Background: an optimization exercise with open tools, aiming at small area, a short achievable clock period and few clock cycles per item. Do not read the settings as production practice.
For this run, only the layout was checked, not whether the RTL still works.

**flow/design.v**
```verilog
`default_nettype none
package sw_pkg;
    localparam int REF_MAX_LEN  = 16;
    localparam int READ_MAX_LEN = 8;
    localparam int SW           = 6;
endpackage
`default_nettype wire
`timescale 1ns/1ps
`default_nettype none
module sw_seq_loader (
    input  logic        clk,
    input  logic        rst,
    input  logic        i_valid,
    input  logic [31:0] i_ref_seq,
    input  logic [15:0] i_read_seq,
    input  logic [4:0]  i_ref_len,
    input  logic [3:0]  i_read_len,
    input  logic        i_credit_ok,
    output logic        o_ready,
    output logic        o_start,
    output logic [7:0]  o_match,
    output logic [3:0]  o_read_len,
    output logic        o_first,
    output logic        o_last
);
    logic       run;
    logic [3:0] cnt;
    logic       active;
    logic [1:0] ref_base;
    assign o_start  = !run && i_valid && i_credit_ok;
    assign active   = run || o_start;
    assign ref_base = i_ref_seq[2*cnt +: 2];
    always_ff @(posedge clk or posedge rst) begin
        if (rst) begin
            run     <= 1'b0;
            cnt     <= '0;
            o_ready <= 1'b0;
            o_last  <= 1'b0;
        end else begin
            o_last  <= active && ({1'b0, cnt} + 5'd1 == i_ref_len);
            o_ready <= active && !o_ready && ({1'b0, cnt} + 5'd2 >= i_ref_len);
            if (o_ready) begin
                run <= 1'b0;
                cnt <= '0;
            end else if (active) begin
                run <= 1'b1;
                cnt <= cnt + 4'd1;
            end
        end
    end
    always_ff @(posedge clk) begin
        o_first <= o_start;
        for (int r = 0; r < sw_pkg::READ_MAX_LEN; r++) begin
            o_match[r] <= (ref_base == i_read_seq[2*r +: 2]);
        end
        o_read_len <= i_read_len;
    end
endmodule
`default_nettype wire
`timescale 1ns/1ps
`default_nettype none
module sw_pe #(
    parameter int ROW = 0
) (
    input  logic       i_first,
    input  logic       i_match,
    input  logic [5:0] i_left_ht,
    input  logic [5:0] i_left_et,
    input  logic [5:0] i_diag_ht,
    output logic [5:0] o_et,
    output logic [5:0] o_key,
    output logic [5:0] o_self
);
    function automatic logic gt(input logic [5:0] a, input logic [5:0] b);
        logic g;
        g = 1'b0;
        for (int i = 0; i < 6; i++) begin
            g = (a[i] & ~b[i]) | (a[i] & g) | (~b[i] & g);
        end
        gt = g;
    endfunction
    localparam logic [5:0] KMASK = 6'((1 << $clog2(6 * ROW + 8)) - 1);
    logic [5:0] a2;
    logic [5:0] b2;
    logic [5:0] d2;
    logic       a_gt_b;
    logic       d_top;
    logic       s_d;
    logic       s_a;
    logic       s_b;
    assign a2 = KMASK & 6'(int'(i_left_et) - 1);
    assign b2 = KMASK & ((int'(i_left_ht) > ROW + 7) ? 6'(int'(i_left_ht) - 5) : 6'(ROW + 2));
    generate
        if (ROW == 0) begin : g_top
            assign d2 = i_match ? 6'd7 : 6'd2;
        end else begin : g_below
            assign d2 = KMASK & (i_diag_ht + {!i_match, !i_match, !i_match, 1'b1, 1'b0, !i_match});
        end
    endgenerate
    assign a_gt_b = gt(a2, b2);
    assign d_top  = !gt(a2, d2) && !gt(b2, d2);
    assign s_d    = !i_first && d_top;
    assign s_a    = !i_first && !d_top && a_gt_b;
    assign s_b    = !i_first && !d_top && !a_gt_b;
    assign o_et   = i_first ? 6'(ROW + 2) : (a_gt_b ? a2 : b2);
    assign o_key  = ({6{s_d}} & d2) | ({6{s_a}} & a2) | ({6{s_b}} & b2)
                  | ({6{i_first}} & (i_match ? 6'(ROW + 7) : 6'(ROW + 2)));
    assign o_self = o_key + 6'd2;
endmodule
`default_nettype wire
`timescale 1ns/1ps
`default_nettype none
module sw_pe_array (
    input  logic        clk,
    input  logic        rst,
    input  logic [7:0]  i_match,
    input  logic [3:0]  i_read_len,
    input  logic        i_first,
    input  logic        i_last,
    output logic [23:0] o_ht_top,
    output logic [23:0] o_ht_bot,
    output logic        o_first,
    output logic        o_last
);
    localparam int N = sw_pkg::READ_MAX_LEN;
    function automatic logic gt(input logic [5:0] a, input logic [5:0] b);
        logic g;
        g = 1'b0;
        for (int i = 0; i < 6; i++) begin
            g = (a[i] & ~b[i]) | (a[i] & g) | (~b[i] & g);
        end
        gt = g;
    endfunction
    function automatic logic [5:0] max4(input logic [5:0] a, input logic [5:0] b,
                                        input logic [5:0] c, input logic [5:0] d);
        logic ab;
        logic ac;
        logic ad;
        logic bc;
        logic bd;
        logic cd;
        ab = !gt(b, a);
        ac = !gt(c, a);
        ad = !gt(d, a);
        bc = !gt(c, b);
        bd = !gt(d, b);
        cd = !gt(d, c);
        max4 = ({6{ab && ac && ad}} & a) | ({6{!ab && bc && bd}} & b)
             | ({6{!ac && !bc && cd}} & c) | ({6{!ad && !bd && !cd}} & d);
    endfunction
    function automatic logic gt_p2(input logic [5:0] a, input logic [5:0] b);
        logic g;
        g = 1'b1;
        for (int k = 5; k >= 0; k--) begin
            g = !gt(6'(b >> (k + 1)), 6'(a >> (k + 1))) || (a[k] && !b[k] && g);
        end
        gt_p2 = g;
    endfunction
    function automatic logic [5:0] top2(input logic [5:0] k, input logic [5:0] a);
        top2 = gt_p2(k, a) ? 6'(k + 6'd2) : a;
    endfunction
    function automatic logic [5:0] top3(input logic [5:0] k, input logic [5:0] a,
                                        input logic [5:0] b);
        logic sa;
        logic sb;
        logic ba;
        sa = gt_p2(k, a);
        sb = gt_p2(k, b);
        ba = gt(b, a);
        top3 = ({6{sa && sb}} & 6'(k + 6'd2)) | ({6{!sa && !ba}} & a) | ({6{!sb && ba}} & b);
    endfunction
    function automatic logic [5:0] top4(input logic [5:0] k, input logic [5:0] a,
                                        input logic [5:0] b, input logic [5:0] c);
        logic sa;
        logic sb;
        logic sc;
        logic ba;
        logic ca;
        logic cb;
        sa = gt_p2(k, a);
        sb = gt_p2(k, b);
        sc = gt_p2(k, c);
        ba = gt(b, a);
        ca = gt(c, a);
        cb = gt(c, b);
        top4 = ({6{sa && sb && sc}} & 6'(k + 6'd2)) | ({6{!sa && !ba && !ca}} & a)
             | ({6{!sb && ba && !cb}} & b) | ({6{!sc && ca && cb}} & c);
    endfunction
    function automatic logic [5:0] top5(input logic [5:0] k, input logic [5:0] a,
                                        input logic [5:0] b, input logic [5:0] c,
                                        input logic [5:0] d);
        logic sa;
        logic sb;
        logic sc;
        logic sd;
        logic ba;
        logic ca;
        logic da;
        logic cb;
        logic db;
        logic dc;
        sa = gt_p2(k, a);
        sb = gt_p2(k, b);
        sc = gt_p2(k, c);
        sd = gt_p2(k, d);
        ba = gt(b, a);
        ca = gt(c, a);
        da = gt(d, a);
        cb = gt(c, b);
        db = gt(d, b);
        dc = gt(d, c);
        top5 = ({6{sa && sb && sc && sd}} & 6'(k + 6'd2))
             | ({6{!sa && !ba && !ca && !da}} & a)
             | ({6{!sb && ba && !cb && !db}} & b)
             | ({6{!sc && ca && cb && !dc}} & c)
             | ({6{!sd && da && db && dc}} & d);
    endfunction
    function automatic int ht_bits(input int r);
        ht_bits = $clog2(6 * r + 10);
    endfunction
    function automatic int e_bits(input int r);
        e_bits = $clog2(6 * r + 5);
    endfunction
    logic [3:0] match_u;
    logic       first_u;
    logic       last_u;
    logic [3:0] read_len_u;
    logic [5:0] m_u;
    logic [5:0] d3_u;
    logic [5:0] ht   [0:N-1];
    logic [5:0] e    [0:N-1];
    logic [5:0] e_n  [0:N-1];
    logic [5:0] key  [0:N-1];
    logic [5:0] self [0:N-1];
    logic [5:0] ht_n [0:N-1];
    generate
        for (genvar r = 0; r < N; r++) begin : g_row
            localparam int HB = ht_bits(r);
            localparam int EB = e_bits(r);
            logic [HB-1:0] ht_q;
            logic [EB-1:0] e_q;
            logic [5:0]    diag;
            logic          first;
            logic          match;
            assign ht[r] = 6'(ht_q);
            assign e[r]  = 6'(e_q);
            if (r == 0) begin : g_top
                assign diag = '0;
            end else if (r == N / 2) begin : g_mid
                assign diag = d3_u;
            end else begin : g_below
                assign diag = ht[r-1];
            end
            if (r < N / 2) begin : g_hi
                assign first = i_first;
                assign match = i_match[r];
            end else begin : g_lo
                assign first = first_u;
                assign match = match_u[r - N / 2];
            end
            sw_pe #(.ROW(r)) pe_inst (
                .i_first   (first),
                .i_match   (match),
                .i_left_ht (ht[r]),
                .i_left_et (e[r]),
                .i_diag_ht (diag),
                .o_et      (e_n[r]),
                .o_key     (key[r]),
                .o_self    (self[r])
            );
            always_ff @(posedge clk) begin
                ht_q <= HB'(ht_n[r]);
                e_q  <= EB'(e_n[r]);
            end
        end
    endgenerate
    logic [5:0] ht_c [0:N-1];
    assign ht_c[0] = self[0];
    assign ht_c[1] = top2(key[1], key[0]);
    assign ht_c[2] = top3(key[2], key[0], key[1]);
    assign ht_c[3] = top4(key[3], key[0], key[1], key[2]);
    always_ff @(posedge clk or posedge rst) begin
        if (rst) begin
            last_u <= 1'b0;
        end else begin
            last_u <= i_last;
        end
    end
    always_ff @(posedge clk) begin
        match_u    <= i_match[7:4];
        first_u    <= i_first;
        read_len_u <= i_read_len;
        m_u        <= max4(key[0], key[1], key[2], key[3]);
        d3_u       <= ht[3];
    end
    assign ht_c[4] = top2(key[4], m_u);
    assign ht_c[5] = top3(key[5], m_u, key[4]);
    assign ht_c[6] = top4(key[6], m_u, key[4], key[5]);
    assign ht_c[7] = top5(key[7], m_u, key[4], key[5], key[6]);
    generate
        for (genvar r = 0; r < N; r++) begin : g_en
            if (r < N / 2) begin : g_hi
                assign ht_n[r] = (4'(r) < i_read_len) ? ht_c[r] : 6'(r + 4);
            end else begin : g_lo
                assign ht_n[r] = (4'(r) < read_len_u) ? ht_c[r] : 6'(r + 4);
            end
        end
    endgenerate
    generate
        for (genvar r = 0; r < N / 2; r++) begin : g_out
            assign o_ht_top[6*r +: 6] = ht[r];
            assign o_ht_bot[6*r +: 6] = ht[r + N / 2];
        end
    endgenerate
    assign o_first    = first_u;
    assign o_last     = last_u;
endmodule
`default_nettype wire
`timescale 1ns/1ps
`default_nettype none
module sw_max_select (
    input  logic        clk,
    input  logic        rst,
    input  logic        i_start,
    input  logic [23:0] i_ht_top,
    input  logic [23:0] i_ht_bot,
    input  logic        i_first,
    input  logic        i_last,
    input  logic        i_ready,
    output logic        o_credit_ok,
    output logic        o_valid,
    output logic [9:0]  o_score,
    output logic [2:0]  o_row,
    output logic [3:0]  o_column
);
    localparam int N = sw_pkg::READ_MAX_LEN;
    function automatic logic gt(input logic [5:0] a, input logic [5:0] b);
        logic g;
        g = 1'b0;
        for (int i = 0; i < 6; i++) begin
            g = (a[i] & ~b[i]) | (a[i] & g) | (~b[i] & g);
        end
        gt = g;
    endfunction
    function automatic logic gt9(input logic [8:0] a, input logic [8:0] b);
        logic g;
        g = 1'b0;
        for (int i = 0; i < 9; i++) begin
            g = (a[i] & ~b[i]) | (a[i] & g) | (~b[i] & g);
        end
        gt9 = g;
    endfunction
    function automatic logic [5:0] h_of(input logic [5:0] ht, input int r);
        h_of = 6'((1 << $clog2(5 * r + 6)) - 1) & 6'(ht - 6'(r + 4));
    endfunction
    function automatic logic [7:0] max4i(input logic [5:0] a, input logic [5:0] b,
                                         input logic [5:0] c, input logic [5:0] d);
        logic       lo0;
        logic       lo1;
        logic       lo2;
        logic [5:0] s0;
        logic [5:0] s1;
        lo0 = gt(b, a);
        lo1 = gt(d, c);
        s0  = lo0 ? b : a;
        s1  = lo1 ? d : c;
        lo2 = gt(s1, s0);
        max4i = lo2 ? {s1, 1'b1, lo1} : {s0, 1'b0, lo0};
    endfunction
    logic [5:0] h [0:N-1];
    generate
        for (genvar r = 0; r < N / 2; r++) begin : g_h
            assign h[r]         = h_of(i_ht_top[6*r +: 6], r);
            assign h[r + N / 2] = h_of(i_ht_bot[6*r +: 6], r + N / 2);
        end
    endgenerate
    logic [5:0] t_max;
    logic [1:0] t_row;
    logic       first_v;
    logic       last_v;
    logic [7:0] top_m;
    logic [7:0] bot_m;
    logic       lo;
    assign top_m = max4i(h[0], h[1], h[2], h[3]);
    assign bot_m = max4i(h[4], h[5], h[6], h[7]);
    assign lo    = gt(bot_m[7:2], t_max);
    logic [5:0]  c_max;
    logic [2:0]  c_row;
    logic        c_first;
    logic        c_last;
    always_ff @(posedge clk or posedge rst) begin
        if (rst) begin
            last_v <= 1'b0;
            c_last <= 1'b0;
        end else begin
            last_v <= i_last;
            c_last <= last_v;
        end
    end
    always_ff @(posedge clk) begin
        t_max      <= top_m[7:2];
        t_row      <= top_m[1:0];
        first_v    <= i_first;
        c_max      <= lo ? bot_m[7:2] : t_max;
        c_row      <= lo ? {1'b1, bot_m[1:0]} : {1'b0, t_row};
        c_first    <= first_v;
    end
    logic [5:0]  b_score;
    logic [2:0]  b_row;
    logic [3:0]  b_col;
    logic        b_full;
    logic [3:0]  col;
    logic        win;
    logic [12:0] n_best;
    assign win    = c_first || gt9({c_max, ~c_row}, {b_score, ~b_row});
    assign n_best = win ? {c_max, c_row, (c_first ? 4'd0 : col)} : {b_score, b_row, b_col};
    logic        take;
    logic        out_free;
    logic [1:0]  inflight;
    logic [12:0] o_data;
    assign take        = o_valid && i_ready;
    assign out_free    = !o_valid || take;
    assign o_credit_ok = !inflight[1] || take;
    always_ff @(posedge clk or posedge rst) begin
        if (rst) begin
            inflight <= '0;
            o_valid  <= 1'b0;
            b_full   <= 1'b0;
        end else begin
            inflight <= inflight + 2'(i_start) - 2'(take);
            if (b_full) begin
                if (out_free) begin
                    o_valid <= 1'b1;
                    b_full  <= 1'b0;
                end
            end else if (c_last) begin
                if (out_free) begin
                    o_valid <= 1'b1;
                end else begin
                    b_full <= 1'b1;
                end
            end else if (take) begin
                o_valid <= 1'b0;
            end
        end
    end
    always_ff @(posedge clk) begin
        col <= c_first ? 4'd1 : col + 4'd1;
        if (!b_full) begin
            {b_score, b_row, b_col} <= n_best;
        end
        if (out_free) begin
            o_data <= b_full ? {b_score, b_row, b_col} : n_best;
        end
    end
    assign o_score  = {4'd0, o_data[12:7]};
    assign o_row    = o_data[6:4];
    assign o_column = o_data[3:0];
endmodule
`default_nettype wire
`timescale 1ns/1ps
`default_nettype none
module sw_core (
    input  logic        clk,
    input  logic        rst,
    input  logic        i_valid,
    input  logic [31:0] i_ref_seq,
    input  logic [15:0] i_read_seq,
    input  logic [4:0]  i_ref_len,
    input  logic [3:0]  i_read_len,
    input  logic        i_ready,
    output logic        o_ready,
    output logic        o_valid,
    output logic [9:0]  o_score,
    output logic [2:0]  o_row,
    output logic [3:0]  o_column
);
    logic        credit_ok;
    logic        start;
    logic [7:0]  match;
    logic [3:0]  c_read_len;
    logic        c_first;
    logic        c_last;
    logic [23:0] ht_top;
    logic [23:0] ht_bot;
    logic        h_first;
    logic        h_last;
    sw_seq_loader loader_inst (
        .clk         (clk),
        .rst         (rst),
        .i_valid     (i_valid),
        .i_ref_seq   (i_ref_seq),
        .i_read_seq  (i_read_seq),
        .i_ref_len   (i_ref_len),
        .i_read_len  (i_read_len),
        .i_credit_ok (credit_ok),
        .o_ready     (o_ready),
        .o_start     (start),
        .o_match     (match),
        .o_read_len  (c_read_len),
        .o_first     (c_first),
        .o_last      (c_last)
    );
    sw_pe_array array_inst (
        .clk      (clk),
        .rst      (rst),
        .i_match  (match),
        .i_read_len (c_read_len),
        .i_first  (c_first),
        .i_last   (c_last),
        .o_ht_top (ht_top),
        .o_ht_bot (ht_bot),
        .o_first  (h_first),
        .o_last   (h_last)
    );
    sw_max_select select_inst (
        .clk         (clk),
        .rst         (rst),
        .i_start     (start),
        .i_ht_top    (ht_top),
        .i_ht_bot    (ht_bot),
        .i_first     (h_first),
        .i_last      (h_last),
        .i_ready     (i_ready),
        .o_credit_ok (credit_ok),
        .o_valid     (o_valid),
        .o_score     (o_score),
        .o_row       (o_row),
        .o_column    (o_column)
    );
endmodule
`default_nettype wire
```
**flow/run.sh**
```bash
#!/bin/bash
# synth_recipe.tcl (not shown) runs the flow's synth.tcl, then flattens the netlist and writes it again
# the make line also repeats each setting of config.mk as NAME=value (left out here)
make -C /OpenROAD-flow-scripts/flow DESIGN_CONFIG=/design/flow/config.mk WORK_HOME=/design/flow/orfs CLKGATE_MAP_FILE= SYNTH_SCRIPT=/design/flow/synth_recipe.tcl finish
```
**flow/config.mk**
```make
export PLATFORM = sky130hd
export DESIGN_NAME = sw_core
export DESIGN_NICKNAME = sw_core
export VERILOG_FILES = /design/flow/design.v
export SDC_FILE = /design/flow/constraint.sdc
export NUM_CORES = 4
export LEC_CHECK = 0
export ABC_AREA = 1
export CAP_MARGIN = 20
export CORE_MARGIN = 2
export CORE_UTILIZATION = 40
export CTS_BUF_LIST = sky130_fd_sc_hd__clkbuf_8
export SLEW_MARGIN = 20
```
**flow/constraint.sdc**
```tcl
create_clock -name core_clock -period 13.0 [get_ports {clk}]
set_input_delay 2.6000 -clock core_clock [delete_from_list [all_inputs] [get_ports {clk}]]
set_output_delay 2.6000 -clock core_clock [all_outputs]
set_load 0.01 [all_outputs]
```
==> results.py <==
metrics = {
    "run_status": {
        "status": "no timing/DRC/antenna violations",
    },
    "layout": {
        "layout.cells.non_filler": 3169,
        "regArea_um2": 3854,
        "antennaDiodeCount": 0,
        "fillers": 4145,
        "drive_gt1_share_pct": 5.847,
        "num-nets-final": 2771,
        "multi_input_comb_area_um2": 9905,
        "layout-area-overhead-vs-synth_pct": 10.59,
        "utilization_pct": 44.56,
    },
    "logic_synthesis": {
        "synth_ff_type": "dfxtp_1",
        "synth_most_common_cell": "nand2_1",
        "netlist_top_cells_count": "nand2_1, inv_1, nand3_1, nor2_1, dfxtp_1",
        "biggest_area_consumer_among_synthesized_cells": "nand2_1",
        "synth_area_um2": 15500,
        "synth_edf_count": 26,
        "netlist_top_cells_area": "nand2_1, dfxtp_1, inv_1",
        "yosysSeqAreaShare_pct": 24.86,
        "syn-instance-count": 2571,
        "synth-warning-count": 23,
        "synth-seq-cells": 176,
        "syn_area_per_cell_um2": 6.028,
        "synth.top_cell.area_share_pct": 20.61,
        "synth_async_sr_flop_share_pct": 7.955,
        "yosys.cell_types.count": 53,
    },
    "placement": {
        "placed_cells_incl_taps": 3137,
        "hpwl_um": 36170,
        "gp_congestion": 0.9133,
        "count_of_input_and_output_buffers": 75,
    },
    "die": {
        "starting_utilization_of_the_core_area_pct": 40.29,
        "die_y_um": 200.8,
        "ioPinCount": 80,
        "die_w_um": 200.8,
        "die_footprint_um2": 40340,
        "core_um2": 38470,
        "std_cell_rows": 72,
    },
    "hold_path": {
        "min_path_cells": 0,
        "worst_min_delay_path_class": "reg2reg",
    },
    "setup_path": {
        "kind_of_start_point_of_the_critical_path": "flop",
        "critical_path_end_type": "flop",
        "critPathTopFamily": "simple AND/OR/NAND/NOR gates",
        "crit_buf_inv": 2,
        "crit_path_max_fanout": 5,
        "slowest_stage": "dfxtp_1",
        "cp.arrival_ps": 4640,
        "crit_chain": "inv_1 -> ha_1 -> ha_1 -> nor2_1 -> o21bai_1 -> xnor2_1 -> nand2_1 -> nand3_1 -> nand3_1 -> nand2_1 -> nor2_1 -> nor2_1 -> inv_1 -> nand2_1 -> a21oi_1 -> o21ai_1 -> nand2_1 -> nor2_1 -> nand2_1 -> o21ai_0 -> nor3_1 -> nand2_1",
        "worst-setup-path-type": "reg2reg",
        "cp.required_ps": 13450,
        "cp.depth": 22,
        "critical-path-max-stage-delay_ps": 490,
        "rr_worst_depth": 22,
        "most_common_cell_type_on_the_critical_path": "nand2_1",
    },
    "sta": {
        "post-route-min-period_ps": 4188,
        "unrepaired_setup_endpoints_after_global_routing": "false",
        "fin_worst_skew_ps": 21.33,
        "max-slew-margin-rel_pct": 37.90,
        "setup_violations": 0,
        "setup-tns-final_ps": 0,
        "fmax_mhz": 238.8,
        "fin_crit_sh_pct": 32.21,
        "worst-slew-pin-transition_ps": 924.4,
        "final_max_slew_viol_count": 0,
        "hold_violations": 0,
    },
    "clock_tree": {
        "clk_pin_slew_worst_paths_ps": 110,
        "cts_tree": "yes",
        "postCtsResizedCells": 0,
        "numClockSinks": 176,
        "post_cts.repair.setup_buffers": 0,
        "insertion_delay_ps": 510,
        "clockBufferDepth": 2,
        "clock_tree.htree_level_count": 4,
        "numCtsBuffers": 17,
        "cts_hold_buf": 0,
        "clock-root-buffer": "clkbuf_8",
    },
    "global_routing": {
        "grt_overall_usage_pct": 22.62,
        "pin_count_of_the_biggest_net_entering_global_routing": 43,
        "grt_pass1_wl_um": 75520,
        "via_count_of_the_first_global_routing_pass": 15460,
        "gr-total-overflow": 0,
        "grt_antenna_before_repair": 1,
    },
    "run": {
        "maxCapViolCount": 0,
    },
    "detailed_routing": {
        "detail_route.wirelength_um": 45840,
        "num_vias": 16350,
        "firstDrtPassIters": 7,
        "antenna_left": 0,
        "remaining_drc_errors": 0,
        "drt-initial-drc-count": 1200,
        "vias_per_cell": 5.159,
        "wl_per_cell_um": 14.47,
    },
}
-- final timing paths --
kind                                        start                           to  slack (ps)
min reg2reg                loader_inst.o_match[4]        array_inst.match_u[0]         340
max in group asynchronous                     rst           loader_inst.cnt[2]       10240
min in group asynchronous                     rst          select_inst.o_valid        2410
max                         array_inst.match_u[0]  array_inst.g_row[7].ht_q[1]        8810
min                        loader_inst.o_match[4]        array_inst.match_u[0]         340
max reg2reg                 array_inst.match_u[0]  array_inst.g_row[7].ht_q[1]        8810
-- layout by cell type (no fill, tap or decap), types with 6 or more instances in the layout --
cell               n
nand2_4           10
inv_2             18
dfxtp_1          136
nor2_1           199
ha_1              72
clkbuf_8          17
o221ai_1          10
nand2_2           41
xnor2_1           35
o21bai_1           7
a21oi_2            9
nand3_1          238
clkdlybuf4s50_1   75
xor2_1            52
nand2_1          851
o211ai_1          18
o22ai_1           27
o21a_1             9
nand4_1           52
or2_2              7
inv_1            392
nor2_4             6
o21ai_1           25
edfxtp_1          26
nand3b_1          13
o21ai_0          127
nor2_2            11
a21oi_1           78
nor3_1            12
dfrtp_1           14
-- per-layer routing --
metal	share of wire, %	wire, um	GRT usage, %
met1	44	20330	28.27
met5	0	0	0
met4	2.6	1195	7.910
met2	48	22120	39.83
met3	4.8	2204	3.084
-- through the flow --
step	instance area, um2	hold slack [ps]	worst slack (ps)
final	17140	340.6	8812
after global routing	17140	354.8	8481
after CTS	17140	344.4	8905
after detailed placement	16750	319.3	8672
after global placement	16750	311.4	8701
after floorplan	15510	309.6	9306
-- kinds of logic (layout without fill, tap and decap cells) --
group,after synthesis,count (layout),share of synthesized area [%]
XOR/XNOR,87,87,4.916
AND/OR/NAND/NOR,1454,1454,40.59
adder cells (fa/ha/maj),73,73,5.877
flip-flops,176,176,24.86
other,1,4,0.02420
AO/OA/AOI/OAI,332,332,12.42
buffers and inverters,448,525,11.30
-- layout make-up --
cell class | instances | area share (%)
inverter | 413 | 9.074
timing repair buffer | 80 | 4.599
clock buffer | 17 | 1.365
clock inverter | 15 | 0.9125
sequential | 176 | 22.48
multi-input combinational | 1950 | 57.79
tap | 518 | 3.781
-- sequential cells by signal, summed over array words and instances (netlist names), 2 cells and up --
name,cells
loader_inst.cnt,4
loader_inst.o_match,8
array_inst.read_len_u,4
select_inst.b_col,4
array_inst.d3_u,5
select_inst.t_row,2
array_inst.g_row.ht_q,42
loader_inst.o_read_len,4
array_inst.m_u,5
array_inst.match_u,4
select_inst.inflight,2
select_inst.c_max,6
select_inst.t_max,5
select_inst.b_row,3
select_inst.o_data,13
array_inst.g_row.e_q,40
select_inst.col,4
select_inst.c_row,3
select_inst.b_score,6

==> what the ideal ports hide <==
The flow's constraints put no driver on any port. The routed layout listed below was extracted and timed again, unchanged, in two steps. Step 1, drivers: a clkbuf_16 drives clk and a buf_2 each remaining input, both assumed. Step 2 adds t to the input delays and takes it off the output delays; t is the mean of the earliest and latest rising clock arrival at the registers after step 1. Input paths then give back, and output paths get back, about the clock's delay inside the block. a / b / c = ideal ports / drivers / drivers and shift; a / b = the first two.
shift t [ns]: 0.545
setup WS [ns]: 8.812 / 8.812 / 8.636
worst data-port slew with drivers (ns): 0.06
After both steps setup and hold are still met in this run. For this run, drivers alone change the setup slack by 0.000 ns; drivers and shift together by -0.176 ns.
